Source: an optimization exercise on an open RTL-to-GDS flow (aim: small area, a short achievable clock period and few clock cycles per item). Production flows keep margins and buffers that such runs may drop.
The RTL was checked by simulation tests, not by an equivalence proof against the original design.
No driver is modelled on the clock port, so clock power and skew are understated where the tree is cut down; a real chip needs a root buffer or a tree.
Power is estimated from default activity; no workload was simulated.

## the previous run
==> flow/design.v <==
`timescale 1ns/100ps
`default_nettype none
module im_compression_top (
    input  logic        clk,
    input  logic        rst_n,
    input  logic        psel,
    input  logic        penable,
    input  logic        pwrite,
    input  logic [3:0]  paddr,
    input  logic [31:0] pwdata,
    output logic [31:0] prdata,
    output logic        pready,
    output logic        pslverr,
    output logic        rd_en,
    output logic [15:0] rd_addr,
    input  logic [23:0] rd_data,
    output logic        wr_en,
    output logic [15:0] wr_addr,
    output logic [23:0] wr_data
);
    logic [15:0] src_q;
    logic [15:0] dst_q;
    logic        busy_q;
    logic        done_q;
    logic [15:0] prdata_q;
    logic        pslverr_q;
    logic        setup_wr;
    logic        src_wr_p;      
    logic        dst_wr_p;      
    logic        start_p;       
    logic        start;
    logic        frame_done;
    logic        busy_n;
    logic        done_n;
    logic        rd_en_q;
    logic [15:0] rd_addr_q;
    logic [6:0]  cnt_q;         
    logic [15:0] step;
    logic        step13;        
    logic        stepm47;       
    logic        last_d;        
    logic        last_q;        
    logic        first_a;       
    logic        first_b;       
    logic [3:0]  lo_r, lo_g, lo_b;    
    logic        c_r, c_g, c_b;       
    logic [3:0]  xh_r, xh_g, xh_b;    
    logic [7:0]  hi_r, hi_g, hi_b;    
    logic        wr_en_q;
    logic [15:0] wr_addr_q;
    assign setup_wr   = psel & ~penable & pwrite;
    assign start      = start_p & penable;   
    assign frame_done = wr_en_q & ~rd_en_q;     
    assign busy_n = busy_q & ~frame_done;
    assign done_n = done_q | frame_done;
    always_ff @(posedge clk) begin
        if (!rst_n) begin
            src_q     <= '0;
            dst_q     <= '0;
            busy_q    <= 1'b0;
            done_q    <= 1'b0;
            prdata_q  <= '0;
            pslverr_q <= 1'b0;
            src_wr_p  <= 1'b0;
            dst_wr_p  <= 1'b0;
            start_p   <= 1'b0;
        end else begin
            src_wr_p  <= setup_wr & (paddr == 4'h0);
            dst_wr_p  <= setup_wr & (paddr == 4'h4);
            start_p   <= setup_wr & (paddr == 4'h8) & pwdata[0] & ~busy_n;
            if (src_wr_p) src_q <= pwdata[15:0];
            if (dst_wr_p) dst_q <= pwdata[15:0];
            if (start) begin
                busy_q <= 1'b1;
                done_q <= 1'b0;
            end else if (frame_done) begin
                busy_q <= 1'b0;
                done_q <= 1'b1;
            end
            case (paddr)
                4'h0:    prdata_q <= src_q;
                4'h4:    prdata_q <= dst_q;
                4'hc:    prdata_q <= {14'd0, done_n, busy_n};
                default: prdata_q <= '0;
            endcase
            pslverr_q <= psel & ((paddr[1:0] != 2'b00) |
                                 (pwrite & (paddr == 4'h8) & pwdata[0] & busy_n));
        end
    end
    assign prdata  = {16'd0, prdata_q};
    assign pready  = 1'b1;
    assign pslverr = pslverr_q;
    always_ff @(posedge clk) begin
        if (start_p) begin      
            cnt_q   <= '0;
            step13  <= 1'b0;
            stepm47 <= 1'b0;
        end else begin
            cnt_q   <= cnt_q + 7'd1;
            step13  <= (cnt_q[1:0] == 2'd2) & (cnt_q[3:2] != 2'd3);
            stepm47 <= (cnt_q[1:0] == 2'd2) & (cnt_q[3:2] == 2'd3) & (cnt_q[5:4] != 2'd3);
        end
    end
    assign step = {{9{stepm47}}, stepm47, 1'b0, stepm47, step13, step13, 1'b0, 1'b1};
    always_ff @(posedge clk) begin
        if (start_p) rd_addr_q <= src_q;
        else       rd_addr_q <= rd_addr_q + step;
    end
    always_ff @(posedge clk) begin
        if (!rst_n) begin
            rd_en_q <= 1'b0;
        end else if (start) begin
            rd_en_q <= 1'b1;
        end else if (cnt_q == 7'h7f) begin
            rd_en_q <= 1'b0;
        end
    end
    assign rd_en   = rd_en_q;
    assign rd_addr = rd_addr_q;
    always_ff @(posedge clk) begin
        if (!rst_n) begin
            last_d  <= 1'b0;
            last_q  <= 1'b0;
            wr_en_q <= 1'b0;
        end else begin
            last_d  <= rd_en_q & (cnt_q[3:0] == 4'hf);
            last_q  <= last_d;
            wr_en_q <= last_q;
        end
    end
    function automatic logic [7:0] hi_add(input logic [7:0] h, input logic [3:0] x,
                                          input logic c);
        logic [8:0] t;
        t = {h, 1'b1} + {4'd0, x, c};
        hi_add = t[8:1];
    endfunction
    always_ff @(posedge clk) begin
        first_a <= (cnt_q[3:0] == 4'h0);
        first_b <= first_a;
        {c_r, lo_r} <= {1'b0, lo_r & {4{~first_a}}} + {1'b0, rd_data[19:16]};
        {c_g, lo_g} <= {1'b0, lo_g & {4{~first_a}}} + {1'b0, rd_data[11:8]};
        {c_b, lo_b} <= {1'b0, lo_b & {4{~first_a}}} + {1'b0, rd_data[3:0]};
        xh_r <= rd_data[23:20];
        xh_g <= rd_data[15:12];
        xh_b <= rd_data[7:4];
        hi_r <= hi_add(hi_r & {8{~first_b}}, xh_r, c_r);
        hi_g <= hi_add(hi_g & {8{~first_b}}, xh_g, c_g);
        hi_b <= hi_add(hi_b & {8{~first_b}}, xh_b, c_b);
    end
    always_ff @(posedge clk) begin
        if (start_p) wr_addr_q <= dst_q;
        else       wr_addr_q <= wr_addr_q + {15'd0, wr_en_q};
    end
    assign wr_en   = wr_en_q;
    assign wr_addr = wr_addr_q;
    assign wr_data = {hi_r, hi_g, hi_b};
endmodule
`default_nettype wire
export LEC_CHECK = 0
export ABC_AREA = 1
export CAP_MARGIN = 20
export CORE_MARGIN = 2
export CORE_UTILIZATION = 40
export SETUP_SLACK_MARGIN = 2.7
export SLEW_MARGIN = 20
create_clock -name core_clock -period 4.5 [get_ports {clk}]
standard.sh (not shown) runs the stock make flow with config.mk's settings and CLKGATE_MAP_FILE= SYNTH_SCRIPT=/design/flow/synth_recipe.tcl, a recipe that flattens the netlist after the stock synthesis.
==> flow/flow/run.sh <==
#!/bin/bash
# The standard layout (standard.sh: the standard synthesis and ORFS flow),
# with three changes:
#  - the port buffers are buf_1 cells rather than the delay buffer that
#    buffer_ports picks by default;
#  - the clock tree is built by flow/clktree.tcl (run as ORFS's PRE_CTS_TCL
#    hook): the clock port drives four clkbuf_16 roots, each driving two
#    clkbuf_16 leaves; each leaf drives the clock pins of one eighth of the
#    flip-flops, split by position. It replaces clock_tree_synthesis; the
#    rest of the CTS step (placement legalisation, timing repair) is
#    unchanged;
#  - the constant outputs keep the one tie cell per value that synthesis
#    made (SKIP_REPAIR_TIE_FANOUT) instead of one tie cell per port.
# The whole output of the flow goes to standard.log in this folder.
set -euo pipefail
here=$(pwd)
bash standard.sh \
  "BUFFER_PORTS_ARGS=-buffer_cell sky130_fd_sc_hd__buf_1" \
  "PRE_CTS_TCL=$here/flow/clktree.tcl" \
  SKIP_REPAIR_TIE_FANOUT=1 \
  finish > standard.log 2>&1
Other scripts of this flow, unchanged in this note and not shown: flow/flow/clktree.tcl
Testbench counts of the previous run, summed over its fixed seeds: cycles 12,864, frames 96.
Relative to the previous run, the following input files were edited for the current run:
Settings: CORE_UTILIZATION now 55, was 40.
Results
In the tables for the previous run and the current run, met1 global-route usage reads higher with the current run. Net switching fraction of the power, the previous run and the current run, lower one = the current run. Global-route wire length before repair (the current run vs. the previous run) decreases by a little under 10%. Per the comparison of the current run with the previous run, routed wire length has decreased, number of cells on the critical path has remained practically unchanged, worst setup skew after layout has remained practically unchanged. Hold slack: the current run < the previous run.
No run of this note takes its clock network from TritonCTS; it comes from the design's own scripts or RTL.

-- static timing again, ports no longer ideal --
The results above use ideal ports. As a check the final layouts listed here were re-extracted and re-timed, cells and wires unchanged. Step 1 sets driving cells, clkbuf_16 on the clock port and buf_2 on the other inputs (assumed; they add their load-dependent delay and slew). Step 2 adds t to the input delays and takes it off the output delays; t is the mean of the earliest and latest rising clock arrival at the registers after step 1. Input paths then give back, and output paths get back, about the clock's delay inside the block. Slacks: ideal ports / drivers / drivers and shift; pairs: ideal ports / drivers.
run | t, ns | setup WS [ns] | hold WS [ns] | latest minus earliest clock arrival (ns)
the previous run | 0.363 | 2.725 / 2.636 / 2.550 | 0.419 / 0.419 / 0.419 | 0.010 / 0.010
the current run | 0.353 | 2.740 / 2.657 / 2.551 | 0.414 / 0.414 / 0.414 | 0.009 / 0.009
After both steps every run listed still meets setup and hold. For the current run, which loses most, drivers alone change the setup slack by -0.083 ns; drivers and shift together by -0.189 ns.
